Source: an optimization exercise on an open RTL-to-GDS flow (aim: small area, a short achievable clock period and few clock cycles per item). Production flows keep margins and buffers that such runs may drop. No functional check of the RTL was part of this run. No activity file was given, so power comes from the tool's default toggle rates.

`config.mk`:
```
export PLATFORM = sky130hd
export DESIGN_NAME = execTop
export DESIGN_NICKNAME = execTop
export VERILOG_FILES = /design/flow/design.v
export SDC_FILE = /design/flow/constraint.sdc
export NUM_CORES = 4
export LEC_CHECK = 0
export ABC_AREA = 1
export ABC_CLOCK_PERIOD_IN_PS = 3300
export CAP_MARGIN = 20
export CORE_MARGIN = 2
export CORE_UTILIZATION = 40
export SETUP_SLACK_MARGIN = 2.7
export SLEW_MARGIN = 20
```
`constraint.sdc`:
```
create_clock -name core_clock -period 6.0 [get_ports {clk}]
set_input_delay 1.2000 -clock core_clock [delete_from_list [all_inputs] [get_ports {clk}]]
set_output_delay 1.2000 -clock core_clock [all_outputs]
set_load 0.01 [all_outputs]
```
`design.v`:
```
`default_nettype none
package execPkg;
	localparam int dataWidth = 32;
	localparam int shiftWidth = 5;  
	localparam int mulDigits = 4;
	localparam int mulBits = 2 * mulDigits;
	typedef logic [dataWidth-1:0] word_t;
	typedef enum logic [2:0] {
		opAdd = 3'd0,
		opSub = 3'd1,
		opAnd = 3'd2,
		opOr = 3'd3,
		opSll = 3'd4,
		opSra = 3'd5,
		opMul = 3'd6  
	} aluOp_t;
endpackage
`default_nettype wire
`default_nettype none
module aluUnit (
	input execPkg::word_t opA,
	input execPkg::word_t opB,
	input logic [2:0] op,
	input logic resolve,  
	input execPkg::word_t accSum,
	input execPkg::word_t accCarry,
	output execPkg::word_t aluResult,
	output logic aluNeq,
	output logic aluLt
);
	localparam int W = execPkg::dataWidth;
	logic subSel;
	execPkg::word_t addA;
	execPkg::word_t addB;
	execPkg::word_t sum;
	logic [execPkg::shiftWidth-1:0] shAmt;
	logic shLeft;
	execPkg::word_t shIn;
	execPkg::word_t shOut;
	execPkg::word_t shRev;
	assign subSel = !resolve && (op == execPkg::opSub);
	assign addA = resolve ? accSum : opA;
	assign addB = resolve ? accCarry : (opB ^ {W{subSel}});
	addPrefix adder (
		.a(addA),
		.b(addB),
		.cin(subSel),
		.sum(sum)
	);
	assign shAmt = opB[execPkg::shiftWidth-1:0];  
	assign shLeft = !op[0];
	always_comb begin
		for (int i = 0; i < W; i++) begin
			shIn[i] = shLeft ? opA[W-1-i] : opA[i];
		end
	end
	assign shOut = execPkg::word_t'($signed({!shLeft && opA[W-1], shIn}) >>> shAmt);
	always_comb begin
		for (int i = 0; i < W; i++) begin
			shRev[i] = shLeft ? shOut[W-1-i] : shOut[i];
		end
	end
	always_comb begin
		if (resolve) begin
			aluResult = sum;
		end else begin
			case (op)
				execPkg::opAdd: aluResult = sum;
				execPkg::opSub: aluResult = sum;
				execPkg::opAnd: aluResult = opA & opB;
				execPkg::opOr: aluResult = opA | opB;
				execPkg::opSll: aluResult = shRev;
				execPkg::opSra: aluResult = shRev;
				default: aluResult = '0;  
			endcase
		end
	end
	assign aluNeq = (opA != opB);
	assign aluLt = ($signed(opA) < $signed(opB));
endmodule
module addPrefix (
	input logic [31:0] a,
	input logic [31:0] b,
	input logic cin,
	output logic [31:0] sum
);
	logic [31:0] p;
	logic [31:0] g;
	assign p = a ^ b;
	assign g = a & b;
	logic g0c;
	assign g0c = g[0] | (p[0] & cin);
	logic G0_1;
	assign G0_1 = g[1] | (p[1] & g0c);
	logic G0_3;
	assign G0_3 = g[3] | (p[3] & g[2]);
	logic P0_3;
	assign P0_3 = p[3] & p[2];
	logic G0_5;
	assign G0_5 = g[5] | (p[5] & g[4]);
	logic P0_5;
	assign P0_5 = p[5] & p[4];
	logic G0_7;
	assign G0_7 = g[7] | (p[7] & g[6]);
	logic P0_7;
	assign P0_7 = p[7] & p[6];
	logic G0_9;
	assign G0_9 = g[9] | (p[9] & g[8]);
	logic P0_9;
	assign P0_9 = p[9] & p[8];
	logic G0_11;
	assign G0_11 = g[11] | (p[11] & g[10]);
	logic P0_11;
	assign P0_11 = p[11] & p[10];
	logic G0_13;
	assign G0_13 = g[13] | (p[13] & g[12]);
	logic P0_13;
	assign P0_13 = p[13] & p[12];
	logic G0_15;
	assign G0_15 = g[15] | (p[15] & g[14]);
	logic P0_15;
	assign P0_15 = p[15] & p[14];
	logic G0_17;
	assign G0_17 = g[17] | (p[17] & g[16]);
	logic P0_17;
	assign P0_17 = p[17] & p[16];
	logic G0_19;
	assign G0_19 = g[19] | (p[19] & g[18]);
	logic P0_19;
	assign P0_19 = p[19] & p[18];
	logic G0_21;
	assign G0_21 = g[21] | (p[21] & g[20]);
	logic P0_21;
	assign P0_21 = p[21] & p[20];
	logic G0_23;
	assign G0_23 = g[23] | (p[23] & g[22]);
	logic P0_23;
	assign P0_23 = p[23] & p[22];
	logic G0_25;
	assign G0_25 = g[25] | (p[25] & g[24]);
	logic P0_25;
	assign P0_25 = p[25] & p[24];
	logic G0_27;
	assign G0_27 = g[27] | (p[27] & g[26]);
	logic P0_27;
	assign P0_27 = p[27] & p[26];
	logic G0_29;
	assign G0_29 = g[29] | (p[29] & g[28]);
	logic P0_29;
	assign P0_29 = p[29] & p[28];
	logic G0_31;
	assign G0_31 = g[31] | (p[31] & g[30]);
	logic P0_31;
	assign P0_31 = p[31] & p[30];
	logic G1_3;
	assign G1_3 = G0_3 | (P0_3 & G0_1);
	logic G1_7;
	assign G1_7 = G0_7 | (P0_7 & G0_5);
	logic P1_7;
	assign P1_7 = P0_7 & P0_5;
	logic G1_11;
	assign G1_11 = G0_11 | (P0_11 & G0_9);
	logic P1_11;
	assign P1_11 = P0_11 & P0_9;
	logic G1_15;
	assign G1_15 = G0_15 | (P0_15 & G0_13);
	logic P1_15;
	assign P1_15 = P0_15 & P0_13;
	logic G1_19;
	assign G1_19 = G0_19 | (P0_19 & G0_17);
	logic P1_19;
	assign P1_19 = P0_19 & P0_17;
	logic G1_23;
	assign G1_23 = G0_23 | (P0_23 & G0_21);
	logic P1_23;
	assign P1_23 = P0_23 & P0_21;
	logic G1_27;
	assign G1_27 = G0_27 | (P0_27 & G0_25);
	logic P1_27;
	assign P1_27 = P0_27 & P0_25;
	logic G1_31;
	assign G1_31 = G0_31 | (P0_31 & G0_29);
	logic P1_31;
	assign P1_31 = P0_31 & P0_29;
	logic G2_7;
	assign G2_7 = G1_7 | (P1_7 & G1_3);
	logic G2_15;
	assign G2_15 = G1_15 | (P1_15 & G1_11);
	logic P2_15;
	assign P2_15 = P1_15 & P1_11;
	logic G2_23;
	assign G2_23 = G1_23 | (P1_23 & G1_19);
	logic P2_23;
	assign P2_23 = P1_23 & P1_19;
	logic G2_31;
	assign G2_31 = G1_31 | (P1_31 & G1_27);
	logic P2_31;
	assign P2_31 = P1_31 & P1_27;
	logic G3_15;
	assign G3_15 = G2_15 | (P2_15 & G2_7);
	logic G3_31;
	assign G3_31 = G2_31 | (P2_31 & G2_23);
	logic P3_31;
	assign P3_31 = P2_31 & P2_23;
	logic G4_31;
	assign G4_31 = G3_31 | (P3_31 & G3_15);
	logic G5_23;
	assign G5_23 = G2_23 | (P2_23 & G3_15);
	logic G6_11;
	assign G6_11 = G1_11 | (P1_11 & G2_7);
	logic G6_19;
	assign G6_19 = G1_19 | (P1_19 & G3_15);
	logic G6_27;
	assign G6_27 = G1_27 | (P1_27 & G5_23);
	logic G7_5;
	assign G7_5 = G0_5 | (P0_5 & G1_3);
	logic G7_9;
	assign G7_9 = G0_9 | (P0_9 & G2_7);
	logic G7_13;
	assign G7_13 = G0_13 | (P0_13 & G6_11);
	logic G7_17;
	assign G7_17 = G0_17 | (P0_17 & G3_15);
	logic G7_21;
	assign G7_21 = G0_21 | (P0_21 & G6_19);
	logic G7_25;
	assign G7_25 = G0_25 | (P0_25 & G5_23);
	logic G7_29;
	assign G7_29 = G0_29 | (P0_29 & G6_27);
	logic G8_2;
	assign G8_2 = g[2] | (p[2] & G0_1);
	logic G8_4;
	assign G8_4 = g[4] | (p[4] & G1_3);
	logic G8_6;
	assign G8_6 = g[6] | (p[6] & G7_5);
	logic G8_8;
	assign G8_8 = g[8] | (p[8] & G2_7);
	logic G8_10;
	assign G8_10 = g[10] | (p[10] & G7_9);
	logic G8_12;
	assign G8_12 = g[12] | (p[12] & G6_11);
	logic G8_14;
	assign G8_14 = g[14] | (p[14] & G7_13);
	logic G8_16;
	assign G8_16 = g[16] | (p[16] & G3_15);
	logic G8_18;
	assign G8_18 = g[18] | (p[18] & G7_17);
	logic G8_20;
	assign G8_20 = g[20] | (p[20] & G6_19);
	logic G8_22;
	assign G8_22 = g[22] | (p[22] & G7_21);
	logic G8_24;
	assign G8_24 = g[24] | (p[24] & G5_23);
	logic G8_26;
	assign G8_26 = g[26] | (p[26] & G7_25);
	logic G8_28;
	assign G8_28 = g[28] | (p[28] & G6_27);
	logic G8_30;
	assign G8_30 = g[30] | (p[30] & G7_29);
	logic [31:0] c;
	assign c = {G8_30, G7_29, G8_28, G6_27, G8_26, G7_25, G8_24, G5_23, G8_22, G7_21, G8_20, G6_19, G8_18, G7_17, G8_16, G3_15, G8_14, G7_13, G8_12, G6_11, G8_10, G7_9, G8_8, G2_7, G8_6, G7_5, G8_4, G1_3, G8_2, G0_1, g0c, cin};
	assign sum = p ^ c;
endmodule
`default_nettype wire
`default_nettype none
module mulUnit (
	input logic clk,
	input logic first,  
	input logic step,  
	input execPkg::word_t opA,
	input execPkg::word_t opB,
	input execPkg::word_t accSum,  
	output execPkg::word_t nextSum,
	output execPkg::word_t accCarry,
	output logic last  
);
	localparam int W = execPkg::dataWidth;
	localparam int D = execPkg::mulDigits;
	localparam int NB = execPkg::mulBits;
	execPkg::word_t mcand;  
	execPkg::word_t mplier;  
	logic prevBit;  
	execPkg::word_t mc;
	execPkg::word_t mp;
	logic pb;
	execPkg::word_t s0;
	execPkg::word_t c0;
	assign mc = first ? opA : mcand;
	assign mp = first ? opB : mplier;
	assign pb = !first && prevBit;
	assign s0 = first ? '0 : accSum;
	assign c0 = first ? '0 : accCarry;
	execPkg::word_t pp [D];
	execPkg::word_t negVec;
	execPkg::word_t nextCarry;
	execPkg::word_t mplierNext;
	logic y0, y1, y2, one, two;
	execPkg::word_t sel;
	always_comb begin
		negVec = '0;
		for (int j = 0; j < D; j++) begin
			y0 = (j == 0) ? pb : mp[2*j-1];
			y1 = mp[2*j];
			y2 = mp[2*j+1];
			one = y1 ^ y0;
			two = (y2 & ~y1 & ~y0) | (~y2 & y1 & y0);
			sel = ({W{one}} & mc) | ({W{two}} & {mc[W-2:0], 1'b0});
			pp[j] = (sel ^ {W{y2}}) << (2*j);
			negVec[2*j] = y2;  
		end
	end
	execPkg::word_t r1s, r1c, r2s, r2c, r3s, r3c, r4s, r4c;
	always_comb begin
		r1s = s0 ^ c0 ^ pp[0];
		r1c = ((s0 & c0) | (s0 & pp[0]) | (c0 & pp[0])) << 1;
		r2s = pp[1] ^ pp[2] ^ pp[3];
		r2c = ((pp[1] & pp[2]) | (pp[1] & pp[3]) | (pp[2] & pp[3])) << 1;
		r3s = r1s ^ r1c ^ r2s;
		r3c = ((r1s & r1c) | (r1s & r2s) | (r1c & r2s)) << 1;
		r4s = r3s ^ r3c ^ r2c;
		r4c = ((r3s & r3c) | (r3s & r2c) | (r3c & r2c)) << 1;
		nextSum = r4s ^ r4c ^ negVec;
		nextCarry = ((r4s & r4c) | (r4s & negVec) | (r4c & negVec)) << 1;
	end
	assign mplierNext = execPkg::word_t'($signed(mp) >>> NB);
	assign last = (mplierNext == {W{mp[NB-1]}});
	always_ff @(posedge clk) begin
		mcand <= mc << NB;
		mplier <= mplierNext;
		prevBit <= mp[NB-1];
		accCarry <= nextCarry;
	end
endmodule
`default_nettype wire
`default_nettype none
module execControl (
	input logic clk,
	input logic rst,
	input logic start,
	input logic [2:0] op,
	input execPkg::word_t aluResult,
	input logic aluNeq,
	input logic aluLt,
	input execPkg::word_t nextSum,
	input logic last,
	output logic first,
	output logic step,
	output logic resolve,
	output execPkg::word_t result,
	output logic neq,
	output logic lt,
	output logic done,
	output logic busy
);
	logic accept;
	logic isMul;
	logic addPhase;  
	assign accept = start && !busy && (op != 3'd7);  
	assign isMul = (op == execPkg::opMul);
	assign first = accept && isMul;
	assign step = busy && !addPhase;
	assign resolve = busy && addPhase;
	always_ff @(posedge clk) begin
		if (rst) begin
			busy <= 1'b0;
			done <= 1'b0;
			addPhase <= 1'b0;
		end else begin
			done <= (accept && !isMul) || resolve;
			if (first) begin
				busy <= 1'b1;
				addPhase <= last;
			end else if (resolve) begin
				busy <= 1'b0;
				addPhase <= 1'b0;
			end else if (step && last) begin
				addPhase <= 1'b1;
			end
		end
	end
	always_ff @(posedge clk) begin
		if (first || step) begin
			result <= nextSum;
		end else begin
			result <= aluResult;
		end
		if (accept) begin
			neq <= aluNeq;
			lt <= aluLt;
		end
	end
endmodule
`default_nettype wire
`default_nettype none
module execTop (
	input logic clk,
	input logic rst,
	input logic start,
	input logic [2:0] op,  
	input logic [31:0] opA,
	input logic [31:0] opB,
	output logic [31:0] result,
	output logic neq,
	output logic lt,
	output logic done,
	output logic busy
);
	execPkg::word_t aluResult;
	execPkg::word_t nextSum;
	execPkg::word_t accCarry;
	logic aluNeq;
	logic aluLt;
	logic first;
	logic step;
	logic resolve;
	logic last;
	execControl control (
		.clk(clk),
		.rst(rst),
		.start(start),
		.op(op),
		.aluResult(aluResult),
		.aluNeq(aluNeq),
		.aluLt(aluLt),
		.nextSum(nextSum),
		.last(last),
		.first(first),
		.step(step),
		.resolve(resolve),
		.result(result),
		.neq(neq),
		.lt(lt),
		.done(done),
		.busy(busy)
	);
	aluUnit alu (
		.opA(opA),
		.opB(opB),
		.op(op),
		.resolve(resolve),
		.accSum(result),
		.accCarry(accCarry),
		.aluResult(aluResult),
		.aluNeq(aluNeq),
		.aluLt(aluLt)
	);
	mulUnit mul (
		.clk(clk),
		.first(first),
		.step(step),
		.opA(opA),
		.opB(opB),
		.accSum(result),
		.nextSum(nextSum),
		.accCarry(accCarry),
		.last(last)
	);
endmodule
`default_nettype wire
```
`run.sh`:
```
#!/bin/bash
# synth_recipe.tcl (not shown) runs the flow's synth.tcl, then flattens the netlist and writes it again
# the make line also repeats each setting of config.mk as NAME=value (left out here)
make -C /OpenROAD-flow-scripts/flow DESIGN_CONFIG=/design/flow/config.mk WORK_HOME=/design/flow/orfs CLKGATE_MAP_FILE= SYNTH_SCRIPT=/design/flow/synth_recipe.tcl finish
```
==> qor.csv <==
metric,value,unit
number of instances in the placed design,3114,
pin count of the biggest net entering global routing,61,
Mapped Cells,2523,
Die Footprint,44200,sq um
syn nets,2881,
drt initial violations,2165,
Hold/Removal Path Class,flop to flop,
setup tns final,0,ps
multi-input logic area,14600,sq um
CTS Buffer Depth,2,
status,timing/DRC/antenna clean,
"FF+latch count, synth",116,
pwr/cell area,469,nW/um^2
sequential share of the synthesized area,13.8,%
library cells used by synthesis,41,
Required @ worst endpoint,6350,ps
Register Area,2340,sq um
Peak VDD IR,413,uV
Mapped Area,17000,sq um
CP max stage delay,500,ps
GRT Total Usage,34.7,%
crit path launch type,input pin,
Max-Cap Viols,0,
Critical Path Sink Type,flop,
yosys synthesis warning count,4,
Slew @ Worst Pin,841,ps
cell area after placement,19200,sq um
total grt overflow,0,
row count,75,
drt via density,5.78,
# clock sinks,116,
fin area,23100,sq um
Leak,11.2,nW
worst-path fanout max,18,
clk latency of the worst-skew pair,450,ps
Post-synth top cells,"nand2_1, inv_1, nand3_1",
H-tree Lvls,4,
Root Buffer,clkbuf_16,
Core ar.,41900,sq um
Ports,106,
Tmin final,4830,ps
initial antenna violation count,1,
Routed WL per cell,24.3,microns
layout cells sized above 1,22.6,%
post-route ant nets,0,
"setup slack, reg-to-reg",1450,ps
DR pass1 iterations,6,
Slowest cell on crit path,fa_1,
GP Congestion,0.992,
fin nets,3052,
Slew headroom,43.9,%
via count,18804,
clk slew on worst S/H paths,70,ps
CP most frequent cell,nand2_1,
"top cells by area, synth","fa_1, dfxtp_1, ha_1",
CTS Hold Buffers Added,0,
Worst Skew,10.2,ps
area grow syn2layout,35.8,%
Fillers,3809,
Final Hold Fails,0,
Starting Density,40.5,%
crit path DAT,5190,ps
cell with the most instances after synthesis,nand2_1,
final setup vio count,0,
Detail Placement HPWL,58100,microns
CTS Buf Count,17,
"EDFF count, synth",2,
Avg Synthesized Cell Area,6.74,sq um
RSZ-0062 raised after global routing,yes,
Post-Layout Cell Count,3251,
hold slack,480,ps
period utilisation layout,80.6,%
leading area contributor after synthesis,fa_1,
Synth Flop Type,dfxtp_1,
die height,210,microns
die width,210,microns
Synth async-reset ratio,0,%
critical path class,input pin to flop,
Pwr Total,10.8,mW
IO buf count,105,
Final Max Slew Viols,0,
vias in the first global route,18033,
drt drc,0,
top-area cell type share of the netlist area,15.1,%
CTS tree,built,
fmax,207,MHz
drt total wl,78900,microns
global-route wire length before repair,114000,microns
-- logic make-up (layout without fill, tap and decap cells) --
| family | after synthesis | in the layout | share of synthesized area [%] |
|---|---|---|---|
| AO/OA/AOI/OAI | 406 | 406 | 13.9 |
| XOR/XNOR | 144 | 144 | 7.42 |
| adder cells (fa/ha/maj) | 288 | 288 | 26.9 |
| buffers and inverters | 523 | 706 | 12.2 |
| flip-flops | 116 | 116 | 13.8 |
| multiplexers | 4 | 4 | 0.236 |
| other | 0 | 5 | 0 |
| AND/OR/NAND/NOR | 1042 | 1043 | 25.6 |
-- metal layers --
layer	part of all wire, %	vias up	GRT usage [%]
met5	0	-	0
met2	43	1104	53.6
met1	42	8997	47.2
li1	-	8463	-
met3	9.2	240	6.45
met4	5.7	0	15.2
-- repair_timing --
action,CTS,global route
pin swaps,170,91
cloned,17,0
setup endpoints to repair,65,63
endpoints found under the hold margin,0,0
gates resized for setup,328,165
buffers inserted,49,34
-- critical path, delay by kind of cell --
kind,cells,cell delay [ps]
compound gates,2,270
xor+xnor,2,480
fa+ha+maj,3,1380
buf+inv,9,940
simple gates,14,920
-- final cells by class --
cell class,count,area share (%)
Tap cell,539,2.92
Clock buffer,18,1.95
Inverter,376,6.32
Timing Repair Buffer,298,14.3
Multi-Input combinational cell,1885,63.4
Clock inverter,14,0.921
Antenna cell,5,0.0542
Sequential cell,116,10.2
-- placed cells by master, fill, tap and decap left out, types with 27 or more instances in the layout --
cell type        instances
inv_2                   68
inv_1                  297
buf_4                  123
xor2_1                 108
o21ai_0                 95
ha_1                   135
o22ai_2                 51
a21oi_1                 95
nor2_1                 193
o22ai_1                 39
nand2_1                452
clkdlybuf4s50_1         80
nand3_1                282
fa_1                   110
dfxtp_1                113
nand2_4                 27
-- power by group --
group          switching (mW)  internal [mW]  total (mW)
combinational            4.69           3.70        8.39
clock                   0.460          0.732        1.19
sequential              0.194           1.05        1.24
-- metrics by stage --
stage | util (%) | setup slack (ps)
after floorplan | - | 1140
after global placement | 45.8 | 237
after detailed placement | 45.8 | 144
after CTS | 52.6 | 1380
after global routing | 55.0 | 964
final | 55.0 | 1170
-- state kept, by name, summed over array words and instances, names as in the netlist --
signal / cells
control.neq: 1
mul.prevBit: 1
mul.mplier: 24
mul.accCarry: 30
control.done: 1
control.result: 32
control.lt: 1
control.addPhase: 1
control.busy: 1
mul.mcand: 24
-- final timing paths --
path / start / cells past startpoint / endpoint
setup / recovery: start / 30 / control.result[31]
hold reg to reg: mul.mplier[21] / 2 / mul.mplier[13]
setup reg to reg: control.addPhase / 23 / control.result[31]
hold / removal: mul.mplier[21] / 2 / mul.mplier[13]

-- separate check: timing with driven ports --
The results above use ideal ports. As a check the final layout listed here was re-extracted and re-timed, cells and wires unchanged. Step 1 (the two cells are an assumption about what drives the block):
set clk [get_ports {clk}]
set_driving_cell -lib_cell sky130_fd_sc_hd__clkbuf_16 $clk
set_driving_cell -lib_cell sky130_fd_sc_hd__buf_2 [delete_from_list [all_inputs] $clk]
Step 2 times the ports against the registers' clock, not the clock port: input delays grow and output delays shrink by t, the midpoint of the rising clock arrivals with the driver on. a / b / c = ideal ports / drivers / drivers and shift; a / b = the first two.
t (ns): 0.500
setup slack, ns: 1.166 / 1.171 / 0.671
worst hold slack (ns): 0.480 / 0.480 / 0.480
slew at the worst register clock pin (ns): 0.07 / 0.07
After both steps setup and hold are still met in this run. For this run, drivers alone change the setup slack by +0.005 ns; drivers and shift together by -0.495 ns.
